This is an optimization exercise on Yosys and OpenROAD, whose aim is small area, a short achievable clock period and few clock cycles per item, not a production implementation. Function was checked by simulation only, so behaviour that the tests miss may differ from the original.

==> flow/design.v, too long to show whole: its modules and the start of the top module <==
// module real_mul_pre: 226 lines
// module real_mul_tree: 1720 lines
// module real_mul_rnd: 746 lines
// module real_mul_arbiter: 108 lines
module real_mul_arbiter #(
  parameter  int N_REQ = 4,
  localparam int ID_W  = $clog2(N_REQ)
) (
  input  logic                  clk,
  input  logic                  rst,
  input  logic [N_REQ-1:0]      req_valid,
  output logic [N_REQ-1:0]      req_ready,
  input  logic [real_mul_arbiter_pkg::OP_W*N_REQ-1:0] req_op1,
  input  logic [real_mul_arbiter_pkg::OP_W*N_REQ-1:0] req_op2,
  output logic                  rsp_valid,
  input  logic                  rsp_ready,
  output logic [ID_W-1:0]       rsp_id,
  output logic [real_mul_arbiter_pkg::OP_W-1:0] rsp_result,
  output logic                  busy,
  output logic [real_mul_arbiter_pkg::CNT_W-1:0] ops_done
);
  // ...
==> flow/flow/run.sh <==
#!/bin/bash
# The standard layout (the standard.sh, unchanged synthesis and steps), except that the
# port buffers that global placement inserts on every input and output are plain buf_2 cells
# instead of the delay cells buffer_ports picks by default.
set -euo pipefail
export BUFFER_PORTS_ARGS="-buffer_cell sky130_fd_sc_hd__buf_2"
bash standard.sh > standard_flow.log 2>&1
==> flow/standard.sh <==
#!/bin/bash
# synth_recipe.tcl (not shown) runs the flow's synth.tcl, then flattens the netlist and writes it again
# the make line also repeats each setting of config.mk as NAME=value (left out here)
make -C /OpenROAD-flow-scripts/flow DESIGN_CONFIG=/design/flow/config.mk WORK_HOME=/design/flow/orfs CLKGATE_MAP_FILE= SYNTH_SCRIPT=/design/flow/synth_recipe.tcl "${@:-finish}"
==> flow/config.mk <==
export PLATFORM = sky130hd
export DESIGN_NAME = real_mul_arbiter
export DESIGN_NICKNAME = real_mul_arbiter
export VERILOG_FILES = /design/flow/design.v
export SDC_FILE = /design/flow/constraint.sdc
export NUM_CORES = 4
export LEC_CHECK = 0
export CAP_MARGIN = 20
export CORE_MARGIN = 2
export CORE_UTILIZATION = 40
export SETUP_SLACK_MARGIN = 5.0
export SLEW_MARGIN = 20
==> flow/constraint.sdc <==
create_clock -name core_clock -period 10.5 [get_ports {clk}]
set_input_delay 2.1000 -clock core_clock [delete_from_list [all_inputs] [get_ports {clk}]]
set_output_delay 2.1000 -clock core_clock [all_outputs]
set_load 0.01 [all_outputs]
==> results.sh, run 1 <==
export IMPL_largest_net_degree_at_the_start_of_global_routing=144
export IMPL_synth_area_mux_share_pct=0.7486
export IMPL_ys_flop_type="sky130_fd_sc_hd__edfxtp_1"
export IMPL_cp_data_arrival_time_ns=3.28
export IMPL_area_growth_pct=14.05
export IMPL_met2RoutedLength_mm=72.96
export IMPL_vias=38990
export IMPL_finalSetupTns_ns=0
export IMPL_synth_edf_count=366
export IMPL_critical_path_max_fanout=49
export IMPL_synth_compound_area_share_pct=18.83
export IMPL_synth_simple_area_share_pct=6.914
export IMPL_most_repeated_library_cell_on_the_critical_path="sky130_fd_sc_hd__buf_2"
export IMPL_critPathCaptureType="primary output"
export IMPL_area_taken_by_flip_flops_and_latches_mm2=0.01188
export IMPL_crit_path_max_incr_delay_ns=0.31
export IMPL_finalMaxSlewViolations=0
export IMPL_crit_type="in -> out"
export IMPL_detailedRoute_firstIterationViolations=3867
export IMPL_yosys_area_share_xor_xnor_pct=12.68
export IMPL_final_net_count=6479
export IMPL_grt_busiest_layer="met2"
export IMPL_final_hold_violation_count=0
export IMPL_wire_length_of_the_first_global_routing_pass_mm=244.8
export IMPL_finalWirelength_mm=163.2
export IMPL_setup_violations=0
export IMPL_detailroute_wirelength_met3_mm=13.84
export IMPL_hpwlAfterDp_mm=118.9
export IMPL_cts_buffers=54
export IMPL_path_clk_slew_ns=0.05
export IMPL_layout_cells_most_common="sky130_fd_sc_hd__a22oi_1"
export IMPL_post_dp_cell_area_mm2=0.05195
export IMPL_antenna_diode_count=6
export IMPL_status="timing/DRC/antenna clean"
Testbench counts, summed over its fixed seeds: cycles 3,224, items 3,200.
==> run 2: changes to the inputs <==
==> flow/flow/run.sh (replaced) <==
#!/bin/bash
# The standard layout (the standard.sh, unchanged synthesis and steps), except that the
# port buffers that global placement inserts on every input and output are plain buf_1 cells
# instead of the delay cells buffer_ports picks by default.
set -euo pipefail
export BUFFER_PORTS_ARGS="-buffer_cell sky130_fd_sc_hd__buf_1"
bash standard.sh > standard_flow.log 2>&1
--- a/flow/config.mk
+++ b/flow/config.mk
@@ -9,4 +9,5 @@
 export CORE_MARGIN = 2
 export CORE_UTILIZATION = 40
+export CTS_BUF_LIST = sky130_fd_sc_hd__clkbuf_4 sky130_fd_sc_hd__clkbuf_8
 export SETUP_SLACK_MARGIN = 5.0
 export SLEW_MARGIN = 20
==> results.sh, run 2 <==
export IMPL_status="timing/DRC/antenna clean"
export IMPL_maxCapViolCount=0
export IMPL_crit_type="in -> out"
export IMPL_clk_latency_ns=0.78
export IMPL_postCtsHoldBufs=0
export IMPL_hpwlAfterDp_mm=120.6
export IMPL_clock_fmax_ghz=0.1869
export IMPL_cts_path_max_buffers=3
export IMPL_final_net_count=6508
export IMPL_synth_area_per_cell_um2=10.00
export IMPL_place_congestion=0.9033
export IMPL_ys_flop_type="sky130_fd_sc_hd__edfxtp_1"
export IMPL_ys_top_cells_by_area="sky130_fd_sc_hd__edfxtp_1 23%, sky130_fd_sc_hd__fa_1 22%, sky130_fd_sc_hd__a22oi_1 11%"
export IMPL_cts_tree="done"
export IMPL_seq_cells_post_synth=401
export IMPL_detailroute_wirelength_met3_mm=15.17
export IMPL_routed_top_layer="met5"
export IMPL_synth_largest_area_cell="sky130_fd_sc_hd__edfxtp_1"
export IMPL_grt_pass1_vias=39472
export IMPL_worstPathRequired_ns=8.40
export IMPL_synthDominantCellAreaShare_pct=23.16
export IMPL_final_critical_path_setup_slack_ns=5.149
export IMPL_finalNonFillerCells=6823
export IMPL_finalSetupTns_ns=0
export IMPL_final_min_clock_period_ns=5.351
export IMPL_clock_root_buffer="sky130_fd_sc_hd__clkbuf_8"
export IMPL_antenna_found_initial=10
export IMPL_largest_register_ff_count=158
export IMPL_synth_top_family_by_area="adder cells"
export IMPL_startpoint_type="primary input"
export IMPL_synth_fp_nets=6032
export IMPL_cp_data_arrival_time_ns=3.25
export IMPL_largest_net_degree_at_the_start_of_global_routing=72
export IMPL_post_synth_most_frequent_cells="718 x sky130_fd_sc_hd__a22oi_1, 553 x sky130_fd_sc_hd__inv_1, 511 x sky130_fd_sc_hd__fa_1"
export IMPL_vias=39439
export IMPL_layout_cells_most_common="sky130_fd_sc_hd__a22oi_1"
export IMPL_wl_per_cell_um=24.12
export IMPL_synth_compound_area_share_pct=18.83
export IMPL_chipHeight_um=348.5
export IMPL_place_ws_ns=4.695
export IMPL_fp_coreArea_mm2=0.1179
export IMPL_most_used_standard_cell_by_instance_count_after_synthesis="sky130_fd_sc_hd__a22oi_1"
export IMPL_startpoint="rsp_ready"
export IMPL_num_fill_cells=11226
export IMPL_grt_util_all_layers_pct=26.74
export IMPL_ys_seq_area_share_pct=25.00
export IMPL_synth_adder_area_share_pct=28.37
export IMPL_layout_top_registers="cs_q (158), pre_q (144), rsp_result (64)"
export IMPL_clock_skew_final_ns=0.07470
export IMPL_layout_cells_most_common_list="717 x sky130_fd_sc_hd__a22oi_1, 605 x sky130_fd_sc_hd__buf_1, 553 x sky130_fd_sc_hd__inv_1"
export IMPL_synth_area_mm2=0.04746
export IMPL_r2r_start="cs_q[81]"
export IMPL_detailedRoute_firstIterationViolations=3606
export IMPL_synth_area_mux_share_pct=0.7486
export IMPL_remaining_drc_errors=0
export IMPL_initial_core_util_pct=40.25
export IMPL_htree_levels=3
export IMPL_finalWirelength_mm=164.6
export IMPL_synth_simple_area_share_pct=6.914
export IMPL_cts_buffers=83
export IMPL_timing_critical_path_slowest_stage_cell="sky130_fd_sc_hd__buf_4"
export IMPL_critPathCaptureType="primary output"
export IMPL_slew_headroom_pct=21.03
export IMPL_area_growth_pct=12.16
export IMPL_grt_setup_unrepaired="yes"
export IMPL_globalRoute_totalOverflow=0
export IMPL_port_buffer_count=606
export IMPL_synth_cell_type_count=90
export IMPL_most_repeated_library_cell_on_the_critical_path="sky130_fd_sc_hd__buf_1"
export IMPL_hold_class="reg -> reg"
export IMPL_setup_violations=0
export IMPL_final_hold_violation_count=0
export IMPL_clock_sink_count=401
export IMPL_synth_warning_count=2
export IMPL_final_core_utilization_pct=45.15
export IMPL_routedLengthMet1_mm=69.32
export IMPL_timing_hold_worst_start="pre_q[136]"
export IMPL_antenna_left=0
export IMPL_rows=126
export IMPL_yosys_area_share_xor_xnor_pct=12.68
export IMPL_floorplan_die_area_mm2=0.1214
export IMPL_synth_edf_count=366
export IMPL_worst_slew_pin_slew_ns=1.185
export IMPL_regMostFlops="cs_q"
export IMPL_critical_path_max_fanout=69
export IMPL_die_w_um=348.5
export IMPL_path_cells="buf_1 -> nor2b_1 -> buf_4 -> clkinv_16 -> nand4_2 -> nor2_1 -> buf_1"
export IMPL_post_drt_via_cell_ratio=5.780
export IMPL_synthArstFlopShare_pct=8.728
export IMPL_crit_path_max_incr_delay_ns=0.25
export IMPL_number_of_optimization_iterations_in_the_first_detailed_route_pass=6
export IMPL_timing_final_crit_share_pct=50.96
export IMPL_wire_length_of_the_first_global_routing_pass_mm=246.7
export IMPL_syn_instance_count=4745
export IMPL_dp_cells=6654
export IMPL_top_level_ports=607
export IMPL_met2RoutedLength_mm=72.95
export IMPL_finalMaxSlewViolations=0
export IMPL_post_route_cells_drive_above_1_share_pct=6.648
export IMPL_path_clk_slew_ns=0.05
run 2: changes by cell type in the layout (fill, tap and decap cells not counted), moves of 6 or more:
cell,previous run,this run
sky130_fd_sc_hd__buf_2,606,0
sky130_fd_sc_hd__buf_1,0,605
sky130_fd_sc_hd__clkbuf_8,1,90
sky130_fd_sc_hd__clkbuf_16,55,0
sky130_fd_sc_hd__clkbuf_4,0,16
sky130_fd_sc_hd__clkinv_1,5,14
sky130_fd_sc_hd__clkbuf_1,6,0
run 2: worst paths after layout:
path	depth (start not counted)	endpoint	slack, ns
setup / recovery	7	req_ready[2]	5.15
hold / removal	0	cs_q[150]	0.39
setup reg to reg	21	rsp_result[43]	5.24
hold reg to reg	0	cs_q[150]	0.39
max in group asynchronous	2	sel[1]	8.46
min in group asynchronous	2	s1_valid	1.64
run 2: metal layers:
metal	vias to the layer above	track usage [%]
met3	362	6.219
met5	-	0
li1	17563	-
met1	19440	35.99
met4	4	10.81
met2	2070	41.54
run 2: critical path: cells and delay by family:
kind,cells,cell delay (ns)
buffers and inverters,4,0.69
AND/OR/NAND/NOR,3,0.41
run 2: area by class of cell:
cell class | instances | area [um^2] | share of cell area [%]
tap | 1536 | 1922 | 3.610
antenna | 7 | 17.52 | 0.03290
inverter | 559 | 2128 | 3.998
clock inverter | 38 | 386.6 | 0.7262
clock buffer | 106 | 1359 | 2.552
multi-input combinational | 3419 | 32110 | 60.32
sequential | 401 | 11880 | 22.32
timing repair buffer | 757 | 3430 | 6.442
run 2: through the flow:
step,hold slack [ns],instance area [um^2]
2_1_floorplan,0.4003,47470
3_5_place_dp,0.4045,51260
6_report,0.3950,53240
5_1_grt,0.4142,53230
3_3_place_gp,0.4006,51240
4_1_cts,0.3966,53030
run 2: repair_timing:
item | CTS | global route
endpoints found under the setup margin | 45 | 53
pin swaps | 0 | 1
gates resized for setup | 8 | 11
setup buffers | 0 | 18
run 2: cells by family (layout without fill, tap and decap cells):
family | Yosys count | count (layout)
DFF | 401 | 401
adders and majority gates | 770 | 770
buffers and inverters | 925 | 1460
other | 0 | 7
muxes | 31 | 31
xor gates and xnor gates | 687 | 687
AOI/OAI and AO/OA | 1253 | 1253
and+or+nand+nor | 678 | 678
==> run 3: changes to the inputs <==
==> flow/flow/run.sh (replaced) <==
#!/bin/bash
# The standard layout (the standard.sh, unchanged synthesis and steps), except that:
# - the port buffers that global placement inserts on every input and output are plain
#   buf_1 cells instead of the delay cells buffer_ports picks by default;
set -euo pipefail
export BUFFER_PORTS_ARGS="-buffer_cell sky130_fd_sc_hd__buf_1"
export SETUP_SLACK_MARGIN=5.6
bash standard.sh > standard_flow.log 2>&1
--- a/flow/config.mk
+++ b/flow/config.mk
@@ -10,4 +10,3 @@
 export CORE_UTILIZATION = 40
 export CTS_BUF_LIST = sky130_fd_sc_hd__clkbuf_4 sky130_fd_sc_hd__clkbuf_8
-export SETUP_SLACK_MARGIN = 5.0
 export SLEW_MARGIN = 20
==> results.sh, run 3 <==
export IMPL_status="timing/DRC/antenna clean"
export IMPL_synthArstFlopShare_pct=8.728
export IMPL_seq_cells_post_synth=401
export IMPL_antenna_left=0
export IMPL_fp_coreArea_mm2=0.1179
export IMPL_post_route_cells_drive_above_1_share_pct=7.756
export IMPL_clock_fmax_ghz=0.2015
export IMPL_final_critical_path_setup_slack_ns=5.538
export IMPL_largest_register_ff_count=158
export IMPL_initial_core_util_pct=40.25
export IMPL_r2r_start="cs_q[2]"
export IMPL_cts_buffers=83
export IMPL_path_clk_slew_ns=0.05
export IMPL_grt_util_all_layers_pct=26.97
export IMPL_synth_warning_count=2
export IMPL_clock_sink_count=401
export IMPL_most_used_standard_cell_by_instance_count_after_synthesis="sky130_fd_sc_hd__a22oi_1"
export IMPL_met2RoutedLength_mm=74.58
export IMPL_regMostFlops="cs_q"
export IMPL_chipHeight_um=348.5
export IMPL_clock_skew_final_ns=0.06676
export IMPL_maxCapViolCount=0
export IMPL_cts_tree="done"
export IMPL_number_of_optimization_iterations_in_the_first_detailed_route_pass=6
export IMPL_startpoint="req_valid[0]"
export IMPL_finalSetupTns_ns=0
export IMPL_ys_flop_type="sky130_fd_sc_hd__edfxtp_1"
export IMPL_clock_root_buffer="sky130_fd_sc_hd__clkbuf_8"
export IMPL_place_congestion=0.9033
export IMPL_final_hold_violation_count=0
export IMPL_synth_edf_count=366
export IMPL_cp_data_arrival_time_ns=2.86
export IMPL_cts_path_max_buffers=3
export IMPL_hpwlAfterDp_mm=120.6
export IMPL_remaining_drc_errors=0
export IMPL_ys_seq_area_share_pct=25.00
export IMPL_port_buffer_count=606
export IMPL_grt_pass1_vias=39708
export IMPL_synth_largest_area_cell="sky130_fd_sc_hd__edfxtp_1"
export IMPL_layout_top_registers="cs_q (158), pre_q (144), rsp_result (64)"
export IMPL_post_drt_via_cell_ratio=5.782
export IMPL_worstPathRequired_ns=8.40
export IMPL_worstHoldPathCells=0
export IMPL_wl_per_cell_um=24.39
export IMPL_hold_class="reg -> reg"
export IMPL_detailroute_wirelength_met3_mm=15.04
export IMPL_final_net_count=6527
export IMPL_rr_worst_depth=20
export IMPL_detailedRoute_firstIterationViolations=3742
export IMPL_layout_cells_most_common_list="714 x sky130_fd_sc_hd__a22oi_1, 595 x sky130_fd_sc_hd__buf_1, 552 x sky130_fd_sc_hd__inv_1"
export IMPL_finalWirelength_mm=166.9
export IMPL_routed_top_layer="met5"
export IMPL_timing_hold_worst_start="pre_q[136]"
export IMPL_synthDominantCellAreaShare_pct=23.16
export IMPL_synth_cell_type_count=90
export IMPL_vias=39569
export IMPL_antenna_found_initial=11
export IMPL_globalRoute_totalOverflow=0
export IMPL_layout_cells_most_common="sky130_fd_sc_hd__a22oi_1"
export IMPL_grt_setup_unrepaired="yes"
export IMPL_floorplan_die_area_mm2=0.1214
export IMPL_ys_top_cells_by_area="sky130_fd_sc_hd__edfxtp_1 23%, sky130_fd_sc_hd__fa_1 22%, sky130_fd_sc_hd__a22oi_1 11%"
export IMPL_post_synth_most_frequent_cells="718 x sky130_fd_sc_hd__a22oi_1, 553 x sky130_fd_sc_hd__inv_1, 511 x sky130_fd_sc_hd__fa_1"
export IMPL_rows=126
export IMPL_syn_instance_count=4745
export IMPL_slew_headroom_pct=20.95
export IMPL_timing_final_crit_share_pct=47.26
export IMPL_top_level_ports=607
export IMPL_worst_slew_pin_slew_ns=1.186
export IMPL_routedLengthMet1_mm=70.04
export IMPL_setup_violations=0
export IMPL_area_growth_pct=13.32
export IMPL_wire_length_of_the_first_global_routing_pass_mm=248.6
export IMPL_critPathCaptureType="primary output"
export IMPL_synth_area_per_cell_um2=10.00
export IMPL_startpoint_type="primary input"
export IMPL_dp_cells=6654
export IMPL_synth_fp_nets=6032
export IMPL_finalNonFillerCells=6843
export IMPL_htree_levels=3
export IMPL_clk_latency_ns=0.77
export IMPL_largest_net_degree_at_the_start_of_global_routing=69
export IMPL_die_w_um=348.5
export IMPL_place_ws_ns=4.695
export IMPL_final_min_clock_period_ns=4.962
export IMPL_crit_type="in -> out"
export IMPL_critical_path_max_fanout=5
export IMPL_finalMaxSlewViolations=0
export IMPL_synth_area_mm2=0.04746
==> run 3: cell counts after synthesis <==
No cell type changed its count.
==> run 3: kinds of logic (layout without fill, tap and decap cells) <==
logic type	Yosys count	in the layout	share of synthesized area, %
AO/OA/AOI/OAI	1253	1255	18.83
buffers and inverters	925	1476	7.455
adder cells (fa/ha/maj)	770	770	28.37
XOR/XNOR	687	687	12.68
AND/OR/NAND/NOR	678	679	6.914
flip-flops	401	401	25.00
multiplexers	31	31	0.7486
other	0	8	0
==> run 3: cell type report <==
type,count,area [um^2]
clock inverter,38,386.6
fill,11204,64140
tap,1536,1922
timing repair buffer,771,3739
inverter,559,2121
sequential,401,11880
multi-input combinational,3422,32340
antenna,8,20.02
timing repair inverter,2,17.52
clock buffer,106,1359
==> run 3: worst paths after layout <==
check | slack (ns) | to
min reg2reg | 0.39 | cs_q[150]
max in group asynchronous | 8.44 | sel[1]
max | 5.54 | req_ready[2]
max reg2reg | 5.63 | rsp_result[11]
min in group asynchronous | 1.67 | s1_valid
min | 0.39 | cs_q[150]
==> run 3: what timing repair did <==
item | in CTS | in global routing
gates resized for setup | 59 | 40
hold buffers | 0 | 0
setup endpoints to repair | 76 | 68
setup buffers | 15 | 13
pin swaps | 11 | 16
gates cloned | 3 | 6
==> run 3: per-stage QoR <==
step           cell area, um^2  hold slack [ns]  util [%]
3_5_place_dp             51260           0.4045     43.47
6_report                 53790           0.3913     45.61
5_1_grt                  53780           0.4142     45.61
4_1_cts                  53370           0.3966     45.26
2_1_floorplan            47470           0.4003         -
3_3_place_gp             51240           0.4006     43.45
==> run 3: worst max-delay path, stage by stage <==
cell	delay, ns
sky130_fd_sc_hd__buf_8	0.10
sky130_fd_sc_hd__a22oi_2	0.24
sky130_fd_sc_hd__nand4_4	0.16
sky130_fd_sc_hd__nor2_1	0.12
sky130_fd_sc_hd__buf_2	0.14
==> run 3: routing by layer <==
metal | global-route usage [%] | vias up
met2 | 41.97 | 1996
met1 | 36.27 | 19590
met4 | 11.01 | 6
met5 | 0 | -
met3 | 6.166 | 369
li1 | - | 17608
==> run 4: changes to the inputs <==
--- a/flow/flow/run.sh
+++ b/flow/flow/run.sh
@@ -5,4 +5,4 @@
 set -euo pipefail
 export BUFFER_PORTS_ARGS="-buffer_cell sky130_fd_sc_hd__buf_1"
-export SETUP_SLACK_MARGIN=5.6
+export SETUP_SLACK_MARGIN=6.2
 bash standard.sh > standard_flow.log 2>&1
==> results.sh, run 4 <==
export IMPL_most_used_standard_cell_by_instance_count_after_synthesis="sky130_fd_sc_hd__a22oi_1"
export IMPL_finalSetupTns_ns=0
export IMPL_floorplan_die_area_mm2=0.1214
export IMPL_ys_top_cells_by_area="sky130_fd_sc_hd__edfxtp_1 23%, sky130_fd_sc_hd__fa_1 22%, sky130_fd_sc_hd__a22oi_1 11%"
export IMPL_htree_levels=3
export IMPL_hold_class="reg -> reg"
export IMPL_synthDominantCellAreaShare_pct=23.16
export IMPL_cts_tree="done"
export IMPL_slew_headroom_pct=22.91
export IMPL_antenna_left=0
export IMPL_largest_register_ff_count=158
export IMPL_place_congestion=0.9353
export IMPL_wl_per_cell_um=25.42
export IMPL_post_route_cells_drive_above_1_share_pct=12.88
export IMPL_path_clk_slew_ns=0.06
export IMPL_post_synth_most_frequent_cells="718 x sky130_fd_sc_hd__a22oi_1, 553 x sky130_fd_sc_hd__inv_1, 511 x sky130_fd_sc_hd__fa_1"
export IMPL_synthArstFlopShare_pct=8.728
export IMPL_final_min_clock_period_ns=5.053
export IMPL_chipHeight_um=348.5
export IMPL_regMostFlops="cs_q"
export IMPL_grt_util_all_layers_pct=28.60
export IMPL_timing_final_crit_share_pct=48.12
export IMPL_cp_data_arrival_time_ns=2.95
export IMPL_clk_latency_ns=0.73
export IMPL_largest_net_degree_at_the_start_of_global_routing=152
export IMPL_fp_coreArea_mm2=0.1179
export IMPL_vias=40701
export IMPL_synth_cell_type_count=90
export IMPL_startpoint_type="primary input"
export IMPL_status="timing/DRC/antenna clean"
export IMPL_layout_top_registers="cs_q (158), pre_q (144), rsp_result (64)"
export IMPL_final_net_count=6662
export IMPL_clock_root_buffer="sky130_fd_sc_hd__clkbuf_8"
export IMPL_path_cells="buf_8 -> a22oi_2 -> nand4_4 -> buf_12 -> nor2_4 -> buf_6"
export IMPL_synth_warning_count=2
export IMPL_setup_reg_to_reg_worst_slack_ns=5.61
export IMPL_timing_critical_path_slowest_stage_cell="sky130_fd_sc_hd__a22oi_2"
export IMPL_syn_instance_count=4745
export IMPL_die_w_um=348.5
export IMPL_synth_fp_nets=6032
export IMPL_top_level_ports=607
export IMPL_critical_path_max_fanout=7
export IMPL_ys_seq_area_share_pct=25.00
export IMPL_crit_type="in -> out"
export IMPL_area_growth_pct=19.45
export IMPL_finalWirelength_mm=177.4
export IMPL_post_dp_cell_area_mm2=0.05139
export IMPL_grt_pass1_vias=41140
export IMPL_synth_edf_count=366
export IMPL_postCtsHoldBufs=0
export IMPL_cts_path_max_buffers=3
export IMPL_worstPathRequired_ns=8.40
export IMPL_crit_path_max_incr_delay_ns=0.25
export IMPL_layout_cells_most_common="sky130_fd_sc_hd__a22oi_1"
export IMPL_num_fill_cells=10981
export IMPL_maxCapViolCount=0
export IMPL_antenna_found_initial=15
export IMPL_dp_cells=6653
export IMPL_finalMaxSlewViolations=0
export IMPL_wire_length_of_the_first_global_routing_pass_mm=261.1
export IMPL_hpwlAfterDp_mm=121.0
export IMPL_detailedRoute_firstIterationViolations=4149
export IMPL_number_of_optimization_iterations_in_the_first_detailed_route_pass=7
export IMPL_globalRoute_totalOverflow=0
export IMPL_post_drt_via_cell_ratio=5.833
export IMPL_rows=126
export IMPL_post_route_cell_area_mm2=0.05669
export IMPL_finalNonFillerCells=6978
export IMPL_final_hold_violation_count=0
export IMPL_cts_buffers=78
export IMPL_setup_violations=0
export IMPL_grt_setup_unrepaired="yes"
export IMPL_seq_cells_post_synth=401
export IMPL_critPathCaptureType="primary output"
export IMPL_synth_area_mm2=0.04746
export IMPL_ys_flop_type="sky130_fd_sc_hd__edfxtp_1"
export IMPL_port_buffer_count=606
export IMPL_remaining_drc_errors=0
export IMPL_layout_cells_most_common_list="688 x sky130_fd_sc_hd__a22oi_1, 595 x sky130_fd_sc_hd__buf_1, 540 x sky130_fd_sc_hd__inv_1"
export IMPL_synth_area_per_cell_um2=10.00
export IMPL_clock_sink_count=401
export IMPL_initial_core_util_pct=40.25
export IMPL_clock_skew_final_ns=0.06096
export IMPL_clock_fmax_ghz=0.1979
export IMPL_synth_largest_area_cell="sky130_fd_sc_hd__edfxtp_1"
export IMPL_worst_slew_pin_slew_ns=1.147
run 4: final timing paths:
path,from,cells past startpoint,endpoint
worst max-delay path,req_valid[0],6,req_ready[0]
worst min-delay path,pre_q[66],0,cs_q[73]
worst max register to register,cs_q[0],23,rsp_result[15]
worst min register to register,pre_q[66],0,cs_q[73]
max in group asynchronous,rst,3,sel[0]
min in group asynchronous,rst,2,ahead[0]
run 4: worst max-delay path, delay by kind of cell:
kind	cells	cell delay, ns
buffers and inverters	3	0.38
AO/OA/AOI/OAI	1	0.25
AND/OR/NAND/NOR	2	0.21
run 4: per-layer routing:
metal  vias up  track usage (%)  routed length [um]
li1      17875                -                   -
met1     20152            36.54               69710
met2      2233            44.30               78890
met5         -          0.08003                  64
met4        10            14.39                9602
met3       431            8.101               19110
run 4: cell type report:
| cell class | instances | area (um^2) | area share [%] |
|---|---|---|---|
| Antenna cell | 9 | 22.52 | 0.03972 |
| Clock buffer | 95 | 1207 | 2.130 |
| Clock inverter | 43 | 426.7 | 0.7526 |
| Inverter | 559 | 2165 | 3.818 |
| Multi-Input combinational cell | 3422 | 33290 | 58.72 |
| Sequential cell | 401 | 11880 | 20.96 |
| Tap cell | 1536 | 1922 | 3.390 |
| Timing Repair Buffer | 910 | 5752 | 10.15 |
| Timing Repair inverter | 3 | 26.28 | 0.04635 |
run 4: repair_timing:
item / in CTS / in global routing
cloned: 25 / 2
buffers inserted: 112 / 39
resized for setup: 292 / 124
endpoints found under the setup margin: 229 / 118
pin swaps: 91 / 81
run 4: cells by family (layout without fill, tap and decap cells):
group	count (synthesis)	after routing	synth area share [%]
AND/OR/NAND/NOR	678	679	6.914
AO/OA/AOI/OAI	1253	1255	18.83
adder cells (fa/ha/maj)	770	770	28.37
other	0	9	0
buffers and inverters	925	1610	7.455
XOR/XNOR	687	687	12.68
flip-flops	401	401	25.00
multiplexers	31	31	0.7486
run 4: metrics by stage:
step | util (%) | hold slack, ns | setup WS [ns]
finish | 48.08 | 0.4150 | 5.447
global route | 48.08 | 0.4248 | 5.430
CTS | 47.29 | 0.4185 | 5.459
detailed placement | 43.58 | 0.4052 | 4.394
global placement | 43.56 | 0.4009 | 4.433
floorplan | - | 0.4003 | 5.728
==> run 5: changes to the inputs <==
--- a/flow/flow/run.sh
+++ b/flow/flow/run.sh
@@ -5,4 +5,4 @@
 set -euo pipefail
 export BUFFER_PORTS_ARGS="-buffer_cell sky130_fd_sc_hd__buf_1"
-export SETUP_SLACK_MARGIN=6.2
+export SETUP_SLACK_MARGIN=5.8
 bash standard.sh > standard_flow.log 2>&1
==> results.sh, run 5 <==
export IMPL_wl_per_cell_um=24.96
export IMPL_vias=40084
export IMPL_floorplan_die_area_mm2=0.1214
export IMPL_crit_type="in -> out"
export IMPL_seq_cells_post_synth=401
export IMPL_routed_top_layer="met5"
export IMPL_final_core_utilization_pct=46.93
export IMPL_routedLengthMet1_mm=71.48
export IMPL_cts_tree="done"
export IMPL_path_clk_slew_ns=0.07
export IMPL_synth_largest_area_cell="sky130_fd_sc_hd__edfxtp_1"
export IMPL_cts_buffers=81
export IMPL_clock_skew_final_ns=0.08514
export IMPL_synthArstFlopShare_pct=8.728
export IMPL_synth_fp_nets=6032
export IMPL_synth_edf_count=366
export IMPL_setup_violations=0
export IMPL_cts_path_max_buffers=3
export IMPL_worst_path_buf_inv=2
export IMPL_timing_final_crit_share_pct=47.32
export IMPL_crit_path_max_incr_delay_ns=0.23
export IMPL_hold_class="reg -> reg"
export IMPL_r2r_start="cs_q[80]"
export IMPL_critPathCaptureType="primary output"
export IMPL_antenna_left=0
export IMPL_path_cells="buf_8 -> a22oi_2 -> nand4_4 -> nor2_1 -> buf_2"
export IMPL_grt_setup_unrepaired="yes"
export IMPL_cp_top_family="simple AND/OR/NAND/NOR gates"
export IMPL_syn_instance_count=4745
export IMPL_grt_pass1_vias=39947
export IMPL_hpwlAfterDp_mm=119.1
export IMPL_largest_net_degree_at_the_start_of_global_routing=154
export IMPL_synth_area_mm2=0.04746
export IMPL_ys_seq_area_share_pct=25.00
export IMPL_setup_reg_to_reg_worst_slack_ns=5.86
export IMPL_post_drt_via_cell_ratio=5.795
export IMPL_cp_data_arrival_time_ns=2.87
export IMPL_port_buffer_count=606
export IMPL_place_congestion=0.8981
export IMPL_critical_path_max_fanout=5
export IMPL_number_of_optimization_iterations_in_the_first_detailed_route_pass=6
export IMPL_final_net_count=6600
export IMPL_finalWirelength_mm=172.6
export IMPL_remaining_drc_errors=0
export IMPL_largest_register_ff_count=158
export IMPL_crit_cells=5
export IMPL_die_w_um=348.5
export IMPL_hold_slack_ns=0.4046
export IMPL_rr_worst_depth=20
export IMPL_globalRoute_totalOverflow=0
export IMPL_post_route_cells_drive_above_1_share_pct=10.82
export IMPL_fp_coreArea_mm2=0.1179
export IMPL_place_ws_ns=4.588
export IMPL_finalSetupTns_ns=0
export IMPL_regToRegEndpoint="rsp_result[45]"
export IMPL_worstPathRequired_ns=8.40
export IMPL_postCtsHoldBufs=0
export IMPL_clock_fmax_ghz=0.2013
export IMPL_maxCapViolCount=0
export IMPL_startpoint="req_valid[2]"
export IMPL_top_level_ports=607
export IMPL_chipHeight_um=348.5
export IMPL_timing_critical_path_slowest_stage_cell="sky130_fd_sc_hd__a22oi_2"
export IMPL_worst_slew_pin_slew_ns=1.218
export IMPL_met2RoutedLength_mm=77.06
export IMPL_most_used_standard_cell_by_instance_count_after_synthesis="sky130_fd_sc_hd__a22oi_1"
export IMPL_layout_top_registers="cs_q (158), pre_q (144), rsp_result (64)"
export IMPL_detailedRoute_firstIterationViolations=3623
export IMPL_final_hold_violation_count=0
export IMPL_antenna_found_initial=10
export IMPL_worstSetupEndpoint="req_ready[2]"
export IMPL_htree_levels=3
export IMPL_num_fill_cells=11091
export IMPL_synthDominantCellAreaShare_pct=23.16
export IMPL_final_min_clock_period_ns=4.969
export IMPL_grt_util_all_layers_pct=27.43
export IMPL_regMostFlops="cs_q"
export IMPL_slew_headroom_pct=18.80
export IMPL_startpoint_type="primary input"
export IMPL_status="timing/DRC/antenna clean"
export IMPL_area_growth_pct=16.60
export IMPL_ys_flop_type="sky130_fd_sc_hd__edfxtp_1"
export IMPL_initial_core_util_pct=40.25
export IMPL_ys_top_cells_by_area="sky130_fd_sc_hd__edfxtp_1 23%, sky130_fd_sc_hd__fa_1 22%, sky130_fd_sc_hd__a22oi_1 11%"
export IMPL_synth_warning_count=2
export IMPL_layout_cells_most_common_list="708 x sky130_fd_sc_hd__a22oi_1, 596 x sky130_fd_sc_hd__buf_1, 549 x sky130_fd_sc_hd__inv_1"
export IMPL_post_synth_most_frequent_cells="718 x sky130_fd_sc_hd__a22oi_1, 553 x sky130_fd_sc_hd__inv_1, 511 x sky130_fd_sc_hd__fa_1"
export IMPL_synth_cell_type_count=90
export IMPL_detailroute_wirelength_met3_mm=16.56
export IMPL_rows=126
export IMPL_layout_cells_most_common="sky130_fd_sc_hd__a22oi_1"
export IMPL_synth_area_per_cell_um2=10.00
export IMPL_final_critical_path_setup_slack_ns=5.531
export IMPL_finalMaxSlewViolations=0
export IMPL_clock_sink_count=401
export IMPL_clk_latency_ns=0.76
export IMPL_clock_root_buffer="sky130_fd_sc_hd__clkbuf_8"
export IMPL_wire_length_of_the_first_global_routing_pass_mm=252.2
run 5: changes by cell type in the layout (fill, tap and decap cells not counted), moves of 7 or more:
| cell | before | now |
|---|---|---|
| sky130_fd_sc_hd__buf_6 | 70 | 27 |
| sky130_fd_sc_hd__inv_1 | 540 | 549 |
| sky130_fd_sc_hd__a22oi_1 | 688 | 708 |
| sky130_fd_sc_hd__clkbuf_16 | 3 | 14 |
| sky130_fd_sc_hd__buf_16 | 10 | 2 |
| sky130_fd_sc_hd__buf_12 | 32 | 14 |
| sky130_fd_sc_hd__o21ai_0 | 90 | 97 |
| sky130_fd_sc_hd__a211oi_1 | 11 | 18 |
| sky130_fd_sc_hd__inv_2 | 13 | 4 |
| sky130_fd_sc_hd__a22oi_2 | 30 | 10 |
run 5: worst reg2reg max path, stage by stage, from the launching register on:
cell,delay [ns]
sky130_fd_sc_hd__edfxtp_1,0.36
sky130_fd_sc_hd__a21o_1,0.16
sky130_fd_sc_hd__a21o_1,0.18
sky130_fd_sc_hd__a21oi_4,0.19
sky130_fd_sc_hd__nor2b_1,0.07
sky130_fd_sc_hd__o21ai_1,0.14
sky130_fd_sc_hd__nand2b_1,0.11
sky130_fd_sc_hd__a21oi_4,0.22
sky130_fd_sc_hd__fa_2,0.29
sky130_fd_sc_hd__fa_2,0.23
sky130_fd_sc_hd__inv_2,0.05
sky130_fd_sc_hd__ha_4,0.15
sky130_fd_sc_hd__fa_2,0.38
sky130_fd_sc_hd__nand3_4,0.13
sky130_fd_sc_hd__nand3_4,0.10
sky130_fd_sc_hd__a311o_1,0.42
sky130_fd_sc_hd__a211oi_4,0.34
sky130_fd_sc_hd__o21ai_4,0.13
sky130_fd_sc_hd__mux2i_4,0.35
sky130_fd_sc_hd__o21a_4,0.25
sky130_fd_sc_hd__nor3_1,0.08
run 5: kinds of logic (layout without fill, tap and decap cells):
family                     count (synthesis)  after routing  share of synthesized area, %
AOI/OAI and AO/OA                       1253           1256                         18.83
buffers and inverters                    925           1552                         7.455
adders and majority gates                770            770                         28.37
xor gates and xnor gates                 687            687                         12.68
and+or+nand+nor                          678            680                         6.914
DFF                                      401            401                         25.00
muxes                                     31             31                        0.7486
other                                      0              4                             0
run 5: how the worst min path moves through the flow:
| stage | from | cells past startpoint | endpoint | slack (ns) |
|---|---|---|---|---|
| after floorplan | pre_q[130] | 0 | cs_q[144] | 0.40 |
| after global placement | pre_q[64] | 0 | cs_q[71] | 0.40 |
| after detailed placement | pre_q[62] | 0 | cs_q[69] | 0.40 |
| after CTS | pre_q[143] | 0 | cs_q[157] | 0.41 |
| after global routing | pre_q[143] | 0 | cs_q[157] | 0.41 |
| final | pre_q[140] | 0 | cs_q[154] | 0.40 |
run 5: area by class of cell:
cell class | count | area (um^2) | area share [%]
Multi-Input combinational cell | 3424 | 32970 | 59.57
Sequential cell | 401 | 11880 | 21.47
Timing Repair Buffer | 843 | 4728 | 8.544
Inverter | 559 | 2125 | 3.839
Tap cell | 1536 | 1922 | 3.473
Clock buffer | 100 | 1282 | 2.317
Clock inverter | 47 | 400.4 | 0.7235
Timing Repair inverter | 3 | 26.28 | 0.04748
Antenna cell | 4 | 10.01 | 0.01809
run 5: metal layers:
metal,vias up,track usage (%)
li1,17777,-
met1,19738,37.37
met2,2193,42.64
met3,370,5.511
met4,6,11.29
met5,-,0
run 5: what timing repair did:
item | in CTS | in global routing
cloned | 11 | 20
pin swaps | 25 | 84
buffers inserted | 32 | 59
resized for setup | 89 | 186
endpoints found under the setup margin | 114 | 78
run 5: stage by stage:
step / instance area [um^2] / cells
finish: 55340 / 6917
CTS: 53670 / 6834
global placement: 51220 / 6644
detailed placement: 51220 / 6644
floorplan: 47510 / 4745
global route: 55340 / 6916
==> run 6: changes to the inputs <==
--- a/flow/flow/run.sh
+++ b/flow/flow/run.sh
@@ -5,4 +5,4 @@
 set -euo pipefail
 export BUFFER_PORTS_ARGS="-buffer_cell sky130_fd_sc_hd__buf_1"
-export SETUP_SLACK_MARGIN=5.8
+export SETUP_SLACK_MARGIN=5.6
 bash standard.sh > standard_flow.log 2>&1
--- a/flow/config.mk
+++ b/flow/config.mk
@@ -8,5 +8,5 @@
 export CAP_MARGIN = 20
 export CORE_MARGIN = 2
-export CORE_UTILIZATION = 40
+export CORE_UTILIZATION = 55
 export CTS_BUF_LIST = sky130_fd_sc_hd__clkbuf_4 sky130_fd_sc_hd__clkbuf_8
 export SLEW_MARGIN = 20
==> results.sh, run 6 <==
export IMPL_cp_data_arrival_time_ns=2.89
export IMPL_status="timing/DRC/antenna clean"
export IMPL_hpwlAfterDp_mm=113.8
export IMPL_maxCapViolCount=0
export IMPL_floorplan_die_area_mm2=0.08866
export IMPL_post_route_cell_area_mm2=0.05332
export IMPL_synth_edf_count=366
export IMPL_antenna_found_initial=8
export IMPL_cts_buffers=78
export IMPL_synth_area_mux_share_pct=0.7486
export IMPL_holdPathEnd="cs_q[69]"
export IMPL_globalRoute_totalOverflow=0
export IMPL_setup_reg_to_reg_worst_slack_ns=5.69
export IMPL_fp_coreArea_mm2=0.08528
export IMPL_cts_tree="done"
export IMPL_antenna_left=0
export IMPL_synth_top_family_by_area="adder cells"
export IMPL_path_cells="buf_8 -> a22oi_2 -> nand4_4 -> nor2_1 -> buf_2"
export IMPL_synthArstFlopShare_pct=8.728
export IMPL_clock_root_buffer="sky130_fd_sc_hd__clkbuf_8"
export IMPL_finalSetupTns_ns=0
export IMPL_post_route_cells_drive_above_1_share_pct=7.707
export IMPL_synth_simple_area_share_pct=6.914
export IMPL_wire_length_of_the_first_global_routing_pass_mm=246.4
export IMPL_grt_setup_unrepaired="yes"
export IMPL_synth_fp_nets=6032
export IMPL_layout_cells_most_common_list="715 x sky130_fd_sc_hd__a22oi_1, 596 x sky130_fd_sc_hd__buf_1, 552 x sky130_fd_sc_hd__inv_1"
export IMPL_wl_per_cell_um=25.19
export IMPL_clock_skew_final_ns=0.04681
export IMPL_number_of_optimization_iterations_in_the_first_detailed_route_pass=8
export IMPL_yosys_area_share_xor_xnor_pct=12.68
export IMPL_synth_warning_count=2
export IMPL_crit_type="in -> out"
export IMPL_rows=107
export IMPL_cts_path_max_buffers=3
export IMPL_detailedRoute_firstIterationViolations=3853
export IMPL_setup_violations=0
export IMPL_finalMaxSlewViolations=0
export IMPL_final_core_utilization_pct=62.52
export IMPL_synth_largest_area_cell="sky130_fd_sc_hd__edfxtp_1"
export IMPL_path_clk_slew_ns=0.06
export IMPL_worst_slew_pin_slew_ns=1.247
export IMPL_dp_cells=6251
export IMPL_chipHeight_um=297.8
export IMPL_seq_cells_post_synth=401
export IMPL_final_net_count=6525
export IMPL_hold_slack_ns=0.4103
export IMPL_critPathCaptureType="primary output"
export IMPL_crit_path_max_incr_delay_ns=0.23
export IMPL_layout_top_registers="cs_q (158), pre_q (144), rsp_result (64)"
export IMPL_post_drt_via_cell_ratio=6.183
export IMPL_timing_final_crit_share_pct=47.51
export IMPL_ys_flop_type="sky130_fd_sc_hd__edfxtp_1"
export IMPL_layout_cells_most_common="sky130_fd_sc_hd__a22oi_1"
export IMPL_syn_instance_count=4745
export IMPL_grt_pass1_vias=40243
export IMPL_ys_top_cells_by_area="sky130_fd_sc_hd__edfxtp_1 23%, sky130_fd_sc_hd__fa_1 22%, sky130_fd_sc_hd__a22oi_1 11%"
export IMPL_final_min_clock_period_ns=4.988
export IMPL_largest_net_degree_at_the_start_of_global_routing=132
export IMPL_vias=39863
export IMPL_grt_util_all_layers_pct=36.36
export IMPL_postCtsHoldBufs=0
export IMPL_rr_worst_depth=20
export IMPL_top_level_ports=607
export IMPL_clk_latency_ns=0.71
export IMPL_finalNonFillerCells=6447
export IMPL_synth_compound_area_share_pct=18.83
export IMPL_initial_core_util_pct=55.66
export IMPL_ys_seq_area_share_pct=25.00
export IMPL_clock_fmax_ghz=0.2005
export IMPL_regMostFlops="cs_q"
export IMPL_synthDominantCellAreaShare_pct=23.16
export IMPL_most_used_standard_cell_by_instance_count_after_synthesis="sky130_fd_sc_hd__a22oi_1"
export IMPL_place_congestion=0.9109
export IMPL_synth_area_per_cell_um2=10.00
export IMPL_startpoint_type="primary input"
export IMPL_synth_cell_type_count=90
export IMPL_die_w_um=297.8
export IMPL_r2r_start="cs_q[2]"
export IMPL_clock_sink_count=401
export IMPL_remaining_drc_errors=0
export IMPL_synth_adder_area_share_pct=28.37
export IMPL_final_hold_violation_count=0
export IMPL_critical_path_max_fanout=5
export IMPL_hold_class="reg -> reg"
export IMPL_worstHoldPathCells=0
export IMPL_htree_levels=3
export IMPL_post_dp_cell_area_mm2=0.05069
export IMPL_port_buffer_count=606
export IMPL_timing_critical_path_slowest_stage_cell="sky130_fd_sc_hd__a22oi_2"
export IMPL_area_growth_pct=12.33
export IMPL_regToRegEndpoint="rsp_result[11]"
export IMPL_post_synth_most_frequent_cells="718 x sky130_fd_sc_hd__a22oi_1, 553 x sky130_fd_sc_hd__inv_1, 511 x sky130_fd_sc_hd__fa_1"
export IMPL_slew_headroom_pct=16.87
export IMPL_finalWirelength_mm=162.4
export IMPL_largest_register_ff_count=158
export IMPL_worstPathRequired_ns=8.40
export IMPL_timing_hold_worst_start="pre_q[62]"
export IMPL_synth_area_mm2=0.04746
-- run 6: cell counts after synthesis --
No cell type changed its count.
-- run 6: worst max-delay path: cells and delay by family --
kind | cells | cell delay (ns)
AOI/OAI and AO/OA | 1 | 0.23
and+or+nand+nor | 2 | 0.30
buffers and inverters | 2 | 0.25
-- run 6: layout make-up --
cell class	count	area [um^2]
diodes	9	22.52
clock buffers	101	1277
clock inverters	35	362.8
fillers	7329	31960
inverters	559	2120
multi-input cells	3422	32400
flip-flops and latches	401	11880
well taps	1144	1431
repair buffers	773	3794
repair inverters	3	26.28
-- run 6: cells by family (layout without fill, tap and decap cells) --
kind of cell             Yosys count  count (layout)
AO/OA/AOI/OAI                   1253            1255
buffers and inverters            925            1471
adder cells (fa/ha/maj)          770             770
XOR/XNOR                         687             687
AND/OR/NAND/NOR                  678             679
flip-flops                       401             401
multiplexers                      31              31
other                              0               9
-- run 6: per-layer routing --
metal	up-vias	wire length, um	part of all wire (%)	global-route usage [%]
li1	17605	-	-	-
met1	19502	64450	40	47.81
met2	2354	72780	45	56.40
met3	400	17170	11	8.991
met4	2	7976	4.9	17.62
met5	-	13	0.0080	0
-- run 6: stage by stage --
stage / setup slack (ns)
floorplan: 5.602
global placement: 4.537
detailed placement: 4.487
CTS: 5.560
global route: 5.464
finish: 5.512
-- run 6: repair_timing --
item | 4_1_cts | 5_1_grt
endpoints found under the setup margin | 152 | 69
gates resized for setup | 66 | 45
setup buffers | 23 | 15
pin swaps | 9 | 23
gates cloned | 8 | 2
-- run 6: worst max path at each step --
| stage | startpoint | endpoint | slack (ns) | cells after the start |
|---|---|---|---|---|
| detailed placement | cs_q[2] | rsp_result[15] | 4.49 | 22 |
| CTS | req_valid[2] | req_ready[0] | 5.56 | 5 |
| floorplan | pre_q[103] | cs_q[86] | 5.60 | 17 |
| finish | req_valid[2] | req_ready[0] | 5.51 | 5 |
| global route | req_valid[2] | req_ready[2] | 5.46 | 5 |
| global placement | rsp_ready | req_ready[2] | 4.54 | 6 |

[re-timing with driven ports]
Ports are ideal in the flow. The routed layouts listed here were re-timed in OpenROAD. Step 1: set_driving_cell puts a clkbuf_16 on clk and a buf_2 on each other input, an assumption about the parent block. Step 2 adds t to the input delays and takes it off the output delays; t is the mean of the earliest and latest rising clock arrival at the registers after step 1. Input paths then give back, and output paths get back, about the clock's delay inside the block. Slacks: no drivers / after step 1 / after step 2; pairs: no drivers / after step 1.
| run | shift t [ns] | slack for setup (ns) | worst setup path at the end |
|---|---|---|---|
| run 1 | 0.722 | 5.118 / 5.100 / 4.809 | input to register |
| run 2 | 0.813 | 5.149 / 5.123 / 5.123 | input to output |
| run 3 | 0.807 | 5.538 / 5.493 / 5.149 | input to register |
| run 4 | 0.766 | 5.447 / 5.374 / 5.374 | input to output |
| run 5 | 0.786 | 5.531 / 5.487 / 5.334 | input to register |
| run 6 | 0.762 | 5.512 / 5.472 / 5.151 | input to register |
After both steps setup and hold are still met in every run listed. For run 3, which loses most, drivers alone change the setup slack by -0.045 ns; drivers and shift together by -0.389 ns.
